This design comes from an exercise in tuning for small area, a short achievable clock period and few clock cycles on the open sky130 flow, not from production work. Function was checked by simulation only, so behaviour that the tests miss may differ from the original. Power and IR drop assume default switching activity.

## lane 1
==> flow/design.v <==
package csgsc_pkg;
  localparam int LIST_DEPTH_DEF = 16;
  localparam int DIST_W = 32;
  localparam int TAG_W = 16;
  localparam int CMD_W = 2;
  localparam int OP_W = 2;
  localparam logic [CMD_W-1:0] CMD_APPEND_A = 2'd0;
  localparam logic [CMD_W-1:0] CMD_APPEND_B = 2'd1;
  localparam logic [CMD_W-1:0] CMD_COMBINE = 2'd2;
  localparam logic [OP_W-1:0] OP_UNION = 2'd0;
  localparam logic [OP_W-1:0] OP_INTER = 2'd1;
  localparam logic [OP_W-1:0] OP_DIFF = 2'd2;
  typedef struct packed {
    logic [CMD_W-1:0] command;
    logic signed [DIST_W-1:0] hit_distance;
    logic [TAG_W-1:0] hit_tag;
  } cmd_beat_t;
  typedef struct packed {
    logic signed [DIST_W-1:0] out_distance;
    logic [TAG_W-1:0] out_tag;
    logic out_valid;
    logic out_last;
    logic overflow;
  } res_beat_t;
  typedef struct packed {
    logic signed [DIST_W-1:0] hit_dist;
    logic [TAG_W-1:0] tag;
  } hit_t;
  typedef struct packed {
    logic append_a;
    logic append_b;
    logic start;
    logic step;
    logic flush;
  } ctl_t;
  typedef struct packed {
    logic walk_done;
    logic step_blocked;
    logic out_can_load;
  } sts_t;
endpackage
module csg_ray_span_combine (
  input  logic                       clk,
  input  logic                       rst,
  input  logic                       cfg_write_en,
  input  logic [csgsc_pkg::OP_W-1:0] cfg_write_data,
  input  logic                       cmd_valid,
  output logic                       cmd_ready,
  input  csgsc_pkg::cmd_beat_t       cmd_beat,
  output logic                       res_valid,
  input  logic                       res_ready,
  output csgsc_pkg::res_beat_t       res_beat
);
  localparam int DW = csgsc_pkg::DIST_W;
  localparam int TW = csgsc_pkg::TAG_W;
  localparam int HW = DW + TW;
  localparam int QD = 3;              
  localparam int QW = $clog2(QD + 1);
  logic          rdy;             
  logic [HW-1:0] mem_a [0:15];
  logic [HW-1:0] mem_b [0:15];
  logic [3:0]    wpa, wpb;        
  logic [3:0]    rpa, rpb;        
  logic [3:0]    rpa2, rpb2;      
  logic [4:0]    occa, occb;      
  logic [4:0]    cna, cnb;        
  logic          drop_new;
  logic [1:0]    bool_op;
  logic signed [DW-1:0] hda0, hda1, hdb0, hdb1;
  logic          cab;             
  logic [4:0]    qla [0:QD-1];
  logic [4:0]    qlb [0:QD-1];
  logic          qovf [0:QD-1];
  logic [QW-1:0] qn;
  logic          wv;              
  logic [4:0]    wla, wlb;        
  logic          a_left, b_left;  
  logic          last1;           
  logic          wovf;
  logic          ina, inb, was_in;
  logic          wfin;            
  logic          pv, pfin, pval, povf;
  logic [HW-1:0] phit;
  logic          rfull;           
  logic acc, app_a, app_b, push, wr_a, wr_b, drop_a, drop_b;
  logic [HW-1:0] ihit;
  assign ihit  = {cmd_beat.hit_distance, cmd_beat.hit_tag};
  assign acc   = rdy && cmd_valid;
  assign app_a = acc && (cmd_beat.command == csgsc_pkg::CMD_APPEND_A);
  assign app_b = acc && (cmd_beat.command == csgsc_pkg::CMD_APPEND_B);
  assign push  = acc && (cmd_beat.command == csgsc_pkg::CMD_COMBINE);
  assign drop_a = app_a && cna[4];
  assign drop_b = app_b && cnb[4];
  assign wr_a   = app_a && !cna[4];
  assign wr_b   = app_b && !cnb[4];
  logic take_a, go, pop_a, pop_b, empty_c;
  logic kept_a, kept_b, kept, need_slot, fin_now, pcur, emit, wdone, wfree;
  logic quiet, fin_step;
  logic rload;
  function automatic logic inside_f(input logic [1:0] op, input logic a,
                                    input logic b);
    case (op)
      csgsc_pkg::OP_INTER: inside_f = a & b;
      csgsc_pkg::OP_DIFF:  inside_f = a & ~b;
      default:             inside_f = a | b;
    endcase
  endfunction
  assign empty_c = !a_left && !b_left;
  assign take_a  = a_left && (!b_left || cab);
  assign rload   = !rfull || res_ready;
  assign go      = wv && (!pv || rload);
  assign pop_a   = go && take_a;
  assign pop_b   = go && !take_a && b_left;
  assign kept_a  = inside_f(bool_op, !ina, inb) != was_in;
  assign kept_b  = inside_f(bool_op, ina, !inb) != was_in;
  assign kept    = !empty_c && (take_a ? kept_a : kept_b);
  always_comb begin
    case (bool_op)
      csgsc_pkg::OP_INTER: quiet = (!a_left && !ina) || (!b_left && !inb);
      csgsc_pkg::OP_DIFF:  quiet = (!a_left && !ina) || (!b_left && inb);
      default:             quiet = (!a_left && ina) || (!b_left && inb);
    endcase
  end
  assign fin_step  = !wfin && (empty_c || last1 || quiet);
  assign pcur      = pv && !pfin;
  assign need_slot = !wfin && (empty_c || kept || (fin_step && !pcur));
  assign fin_now = go && fin_step && !kept;
  assign emit    = pv && rload && (pfin || (go && need_slot) || fin_now);
  assign wdone   = go && (empty_c || last1);
  assign wfree   = !wv || wdone;
  logic wa_h0, wa_h1, wb_h0, wb_h1;
  assign wa_h0 = pop_a ? (occa == 5'd1) : (occa == 5'd0);
  assign wa_h1 = pop_a ? (occa == 5'd2) : (occa == 5'd1);
  assign wb_h0 = pop_b ? (occb == 5'd1) : (occb == 5'd0);
  assign wb_h1 = pop_b ? (occb == 5'd2) : (occb == 5'd1);
  function automatic logic lt_f(input logic [DW-1:0] a, input logic [DW-1:0] b);
    logic [DW-1:0] l, e;
    logic [DW-1:0] a2, b2;
    a2 = {~a[DW-1], a[DW-2:0]};
    b2 = {~b[DW-1], b[DW-2:0]};
    l = ~a2 & b2;
    e = ~(a2 ^ b2);
    for (int w = 1; w < DW; w = w * 2) begin
      for (int i = 0; i + w < DW; i = i + 2 * w) begin
        l[i] = l[i + w] | (e[i + w] & l[i]);
        e[i] = e[i + w] & e[i];
      end
    end
    lt_f = l[0];
  endfunction
  logic c_a, c_b, c_0;
  assign c_a = lt_f(hda1, hdb0);
  assign c_b = lt_f(hda0, hdb1);
  assign c_0 = lt_f(hda0, hdb0);
  logic [4:0] occa_n, occb_n, cna_n, cnb_n, wla_n, wlb_n;
  logic [QW-1:0] qn_n;
  logic qpop, qpush;
  assign cna_n  = push ? 5'd0 : cna + {4'd0, wr_a};
  assign cnb_n  = push ? 5'd0 : cnb + {4'd0, wr_b};
  logic [4:0] occa_p, occa_m, occb_p, occb_m;
  assign occa_p = occa + 5'd1;
  assign occa_m = occa - 5'd1;
  assign occb_p = occb + 5'd1;
  assign occb_m = occb - 5'd1;
  assign occa_n = pop_a ? (wr_a ? occa : occa_m) : (wr_a ? occa_p : occa);
  assign occb_n = pop_b ? (wr_b ? occb : occb_m) : (wr_b ? occb_p : occb);
  assign qpop   = wfree && qn != '0;
  assign qpush  = push && !(wfree && qn == '0);
  assign qn_n   = qn + QW'(qpush) - QW'(qpop);
  logic [4:0] la_src, lb_src, wla_m, wlb_m;
  logic al_n, bl_n, l1_n, al_src, bl_src, l1_src;
  logic wla1, wlb1, wla2, wlb2;
  assign la_src = qn != '0 ? qla[0] : cna;
  assign lb_src = qn != '0 ? qlb[0] : cnb;
  assign al_src = la_src != 5'd0;
  assign bl_src = lb_src != 5'd0;
  assign l1_src = (la_src == 5'd1 && !bl_src) || (lb_src == 5'd1 && !al_src);
  assign wla_m = wla - 5'd1;
  assign wlb_m = wlb - 5'd1;
  assign wla1 = wla == 5'd1;
  assign wlb1 = wlb == 5'd1;
  assign wla2 = wla == 5'd2;
  assign wlb2 = wlb == 5'd2;
  always_comb begin
    if (wfree) begin
      wla_n = la_src; wlb_n = lb_src;
      al_n = al_src; bl_n = bl_src; l1_n = l1_src;
    end else if (pop_a) begin
      wla_n = wla_m; wlb_n = wlb;
      al_n = !wla1; bl_n = b_left;
      l1_n = (wla2 && !b_left) || (wla1 && wlb1);
    end else if (pop_b) begin
      wla_n = wla; wlb_n = wlb_m;
      al_n = a_left; bl_n = !wlb1;
      l1_n = (wlb2 && !a_left) || (wlb1 && wla1);
    end else begin
      wla_n = wla; wlb_n = wlb;
      al_n = a_left; bl_n = b_left; l1_n = last1;
    end
  end
  logic rdy_n, a16_n, b16_n, na16_n, nb16_n, qf_n;
  assign na16_n = !push && (wr_a ? (cna == 5'd15) : cna[4]);
  assign nb16_n = !push && (wr_b ? (cnb == 5'd15) : cnb[4]);
  assign a16_n  = wr_a ? (pop_a ? occa[4] : (occa == 5'd15)) : (!pop_a && occa[4]);
  assign b16_n  = wr_b ? (pop_b ? occb[4] : (occb == 5'd15)) : (!pop_b && occb[4]);
  assign qf_n   = qpush ? (qpop ? (qn == QW'(QD)) : (qn == QW'(QD - 1)))
                        : (!qpop && (qn == QW'(QD)));
  assign rdy_n  = (na16_n || !a16_n) && (nb16_n || !b16_n) && !qf_n;
  always_ff @(posedge clk) begin
    if (!occa[4]) mem_a[wpa] <= ihit;
    if (!occb[4]) mem_b[wpb] <= ihit;
    cab <= pop_a ? c_a : pop_b ? c_b : c_0;
    if (wa_h0)      hda0 <= ihit[HW-1:TW];
    else if (pop_a) hda0 <= hda1;
    if (wa_h1)      hda1 <= ihit[HW-1:TW];
    else if (pop_a) hda1 <= mem_a[rpa2][HW-1:TW];
    if (wb_h0)      hdb0 <= ihit[HW-1:TW];
    else if (pop_b) hdb0 <= hdb1;
    if (wb_h1)      hdb1 <= ihit[HW-1:TW];
    else if (pop_b) hdb1 <= mem_b[rpb2][HW-1:TW];
  end
  always_ff @(posedge clk) begin
    if (rst) begin
      rdy <= 1'b1;
      wpa <= '0; wpb <= '0; rpa <= '0; rpb <= '0;
      rpa2 <= 4'd2; rpb2 <= 4'd2;
      occa <= '0; occb <= '0; cna <= '0; cnb <= '0;
      drop_new <= 1'b0;
      bool_op <= csgsc_pkg::OP_UNION;
      qn <= '0;
      wv <= 1'b0;
      pv <= 1'b0;
      rfull <= 1'b0;
    end else begin
      rdy <= rdy_n;
      if (cfg_write_en) bool_op <= cfg_write_data;
      if (wr_a) wpa <= wpa + 4'd1;
      if (wr_b) wpb <= wpb + 4'd1;
      if (pop_a) begin rpa <= rpa + 4'd1; rpa2 <= rpa2 + 4'd1; end
      if (pop_b) begin rpb <= rpb + 4'd1; rpb2 <= rpb2 + 4'd1; end
      occa <= occa_n;
      occb <= occb_n;
      cna <= cna_n;
      cnb <= cnb_n;
      if (push) drop_new <= 1'b0;
      else if (drop_a || drop_b) drop_new <= 1'b1;
      qn <= qn_n;
      if (wfree) wv <= (qn != '0) || push;
      if (go && need_slot) pv <= 1'b1;
      else if (emit) pv <= 1'b0;
      if (rload) rfull <= emit;
    end
  end
  always_ff @(posedge clk) begin
    for (int i = 0; i < QD; i++) begin
      if (int'(qn) - (qpop ? 1 : 0) == i) begin
        qla[i] <= cna; qlb[i] <= cnb; qovf[i] <= drop_new;
      end else if (qpop && i < QD - 1) begin
        qla[i] <= qla[i+1]; qlb[i] <= qlb[i+1]; qovf[i] <= qovf[i+1];
      end
    end
  end
  always_ff @(posedge clk) begin
    wla <= wla_n;
    wlb <= wlb_n;
    a_left <= al_n;
    b_left <= bl_n;
    last1 <= l1_n;
    if (wfree) begin
      wovf <= qn != '0 ? qovf[0] : drop_new;
      ina <= 1'b0; inb <= 1'b0; was_in <= 1'b0;
      wfin <= 1'b0;
    end else if (go && !empty_c) begin
      ina <= ina ^ take_a;
      inb <= inb ^ !take_a;
      was_in <= inside_f(bool_op, ina ^ take_a, inb ^ !take_a);
      if (fin_step) wfin <= 1'b1;
    end
  end
  always_ff @(posedge clk) begin
    if (go && need_slot) begin
      if (kept) begin
        phit <= take_a ? {hda0, mem_a[rpa][TW-1:0]} : {hdb0, mem_b[rpb][TW-1:0]};
        pval <= 1'b1;
      end else begin
        phit <= '0; pval <= 1'b0;
      end
      povf <= wovf;
      pfin <= fin_step;
    end else if (go && fin_step) begin
      pfin <= 1'b1;
    end
  end
  always_ff @(posedge clk) begin
    if (emit) res_beat <= {phit, pval, pfin || fin_now, povf};
  end
  assign cmd_ready = rdy;
  assign res_valid = rfull;
endmodule
export LEC_CHECK = 0
export CAP_MARGIN = 20
export CORE_MARGIN = 2
export CORE_UTILIZATION = 40
export SETUP_SLACK_MARGIN = 3.0
export SLEW_MARGIN = 20
create_clock -name core_clock -period 5.5 [get_ports {clk}]
standard.sh (not shown) runs the stock make flow with config.mk's settings and CLKGATE_MAP_FILE= SYNTH_SCRIPT=/design/flow/synth_recipe.tcl, a recipe that flattens the netlist after the stock synthesis.
==> flow/flow/run.sh <==
#!/bin/bash
# Standard layout, with the port buffers made from buf_4 instead of the
# slow delay buffer buffer_ports picks by default.
set -euo pipefail
export BUFFER_PORTS_ARGS="-buffer_cell sky130_fd_sc_hd__buf_4"
bash standard.sh > standard_flow.log 2>&1
Testbench counts of lane 1, summed over its fixed seeds: cycles 5,559.
> inputs changed (lane 1 -> lane 2)
--- a/flow/design.v
+++ b/flow/design.v
@@ -130,8 +130,8 @@
   assign wfree   = !wv || wdone;
   logic wa_h0, wa_h1, wb_h0, wb_h1;
-  assign wa_h0 = pop_a ? (occa == 5'd1) : (occa == 5'd0);
-  assign wa_h1 = pop_a ? (occa == 5'd2) : (occa == 5'd1);
-  assign wb_h0 = pop_b ? (occb == 5'd1) : (occb == 5'd0);
-  assign wb_h1 = pop_b ? (occb == 5'd2) : (occb == 5'd1);
+  assign wa_h0 = wr_a && (pop_a ? (occa == 5'd1) : (occa == 5'd0));
+  assign wa_h1 = wr_a && (pop_a ? (occa == 5'd2) : (occa == 5'd1));
+  assign wb_h0 = wr_b && (pop_b ? (occb == 5'd1) : (occb == 5'd0));
+  assign wb_h1 = wr_b && (pop_b ? (occb == 5'd2) : (occb == 5'd1));
   function automatic logic lt_f(input logic [DW-1:0] a, input logic [DW-1:0] b);
     logic [DW-1:0] l, e;
@@ -149,4 +149,15 @@
     lt_f = l[0];
   endfunction
+  logic [DW-1:0] rd_da, rd_db;
+  logic [TW-1:0] rd_ta, rd_tb;
+  always_comb begin
+    rd_da = '0; rd_db = '0; rd_ta = '0; rd_tb = '0;
+    for (int i = 0; i < 16; i++) begin
+      rd_da = rd_da | (mem_a[i][HW-1:TW] & {DW{rpa2 == 4'(i)}});
+      rd_db = rd_db | (mem_b[i][HW-1:TW] & {DW{rpb2 == 4'(i)}});
+      rd_ta = rd_ta | (mem_a[i][TW-1:0] & {TW{rpa == 4'(i)}});
+      rd_tb = rd_tb | (mem_b[i][TW-1:0] & {TW{rpb == 4'(i)}});
+    end
+  end
   logic c_a, c_b, c_0;
   assign c_a = lt_f(hda1, hdb0);
@@ -208,15 +219,15 @@
   assign rdy_n  = (na16_n || !a16_n) && (nb16_n || !b16_n) && !qf_n;
   always_ff @(posedge clk) begin
-    if (!occa[4]) mem_a[wpa] <= ihit;
-    if (!occb[4]) mem_b[wpb] <= ihit;
+    if (wr_a) mem_a[wpa] <= ihit;
+    if (wr_b) mem_b[wpb] <= ihit;
     cab <= pop_a ? c_a : pop_b ? c_b : c_0;
     if (wa_h0)      hda0 <= ihit[HW-1:TW];
     else if (pop_a) hda0 <= hda1;
     if (wa_h1)      hda1 <= ihit[HW-1:TW];
-    else if (pop_a) hda1 <= mem_a[rpa2][HW-1:TW];
+    else if (pop_a) hda1 <= rd_da;
     if (wb_h0)      hdb0 <= ihit[HW-1:TW];
     else if (pop_b) hdb0 <= hdb1;
     if (wb_h1)      hdb1 <= ihit[HW-1:TW];
-    else if (pop_b) hdb1 <= mem_b[rpb2][HW-1:TW];
+    else if (pop_b) hdb1 <= rd_db;
   end
   always_ff @(posedge clk) begin
@@ -254,5 +265,5 @@
   always_ff @(posedge clk) begin
     for (int i = 0; i < QD; i++) begin
-      if (int'(qn) - (qpop ? 1 : 0) == i) begin
+      if (qpush && (int'(qn) - (qpop ? 1 : 0) == i)) begin
         qla[i] <= cna; qlb[i] <= cnb; qovf[i] <= drop_new;
       end else if (qpop && i < QD - 1) begin
@@ -281,5 +292,5 @@
     if (go && need_slot) begin
       if (kept) begin
-        phit <= take_a ? {hda0, mem_a[rpa][TW-1:0]} : {hdb0, mem_b[rpb][TW-1:0]};
+        phit <= take_a ? {hda0, rd_ta} : {hdb0, rd_tb};
         pval <= 1'b1;
       end else begin
==> comparison <==
Changes observed in lane 2 relative to lane 1: fraction of the mapped netlist area in compound gates went up by 8.9 points; relative contribution of combinational cells to total power decreased 4.1 points.
Diff lane 2 and lane 1: final worst setup slack lower in lane 2
Lane 2 vs. lane 1: data-path buffer share of cell area in the final layout now larger; smallest hold slack comparable; worst setup slack before clock tree synthesis now smaller; full die area now smaller; ratio of total power to cell area now smaller.
The initial cell density of the core was comparable across lane 2 and lane 1.
Testbench counts of lane 2, summed over its fixed seeds: cycles 5,559.

[separate check: timing with driven ports]
The results above use ideal ports. As a check the final layouts listed here were re-extracted and re-timed, cells and wires unchanged.
Step 1 assumes that a clkbuf_16 drives the clock port and a buf_2 every other input.
Step 2 moves the port delays by t, midway between the first and last clock arrival at a register: inputs arrive t later, outputs are due t later. That takes back most of the time a late clock gives input paths.
Three values: no drivers, after step 1, after step 2; two values: the first two.
run	t, ns	setup WS [ns]	worst setup path after step 2	latest minus earliest clock arrival (ns)
lane 1	0.905	2.902 / 2.833 / 2.292	input to register	0.047 / 0.046
lane 2	0.923	2.746 / 2.653 / 1.936	input to register	0.059 / 0.059
After both steps setup and hold are still met in every run listed. The setup slack of lane 2, which loses most, moves by -0.093 ns with the drivers and by -0.810 ns with both steps.
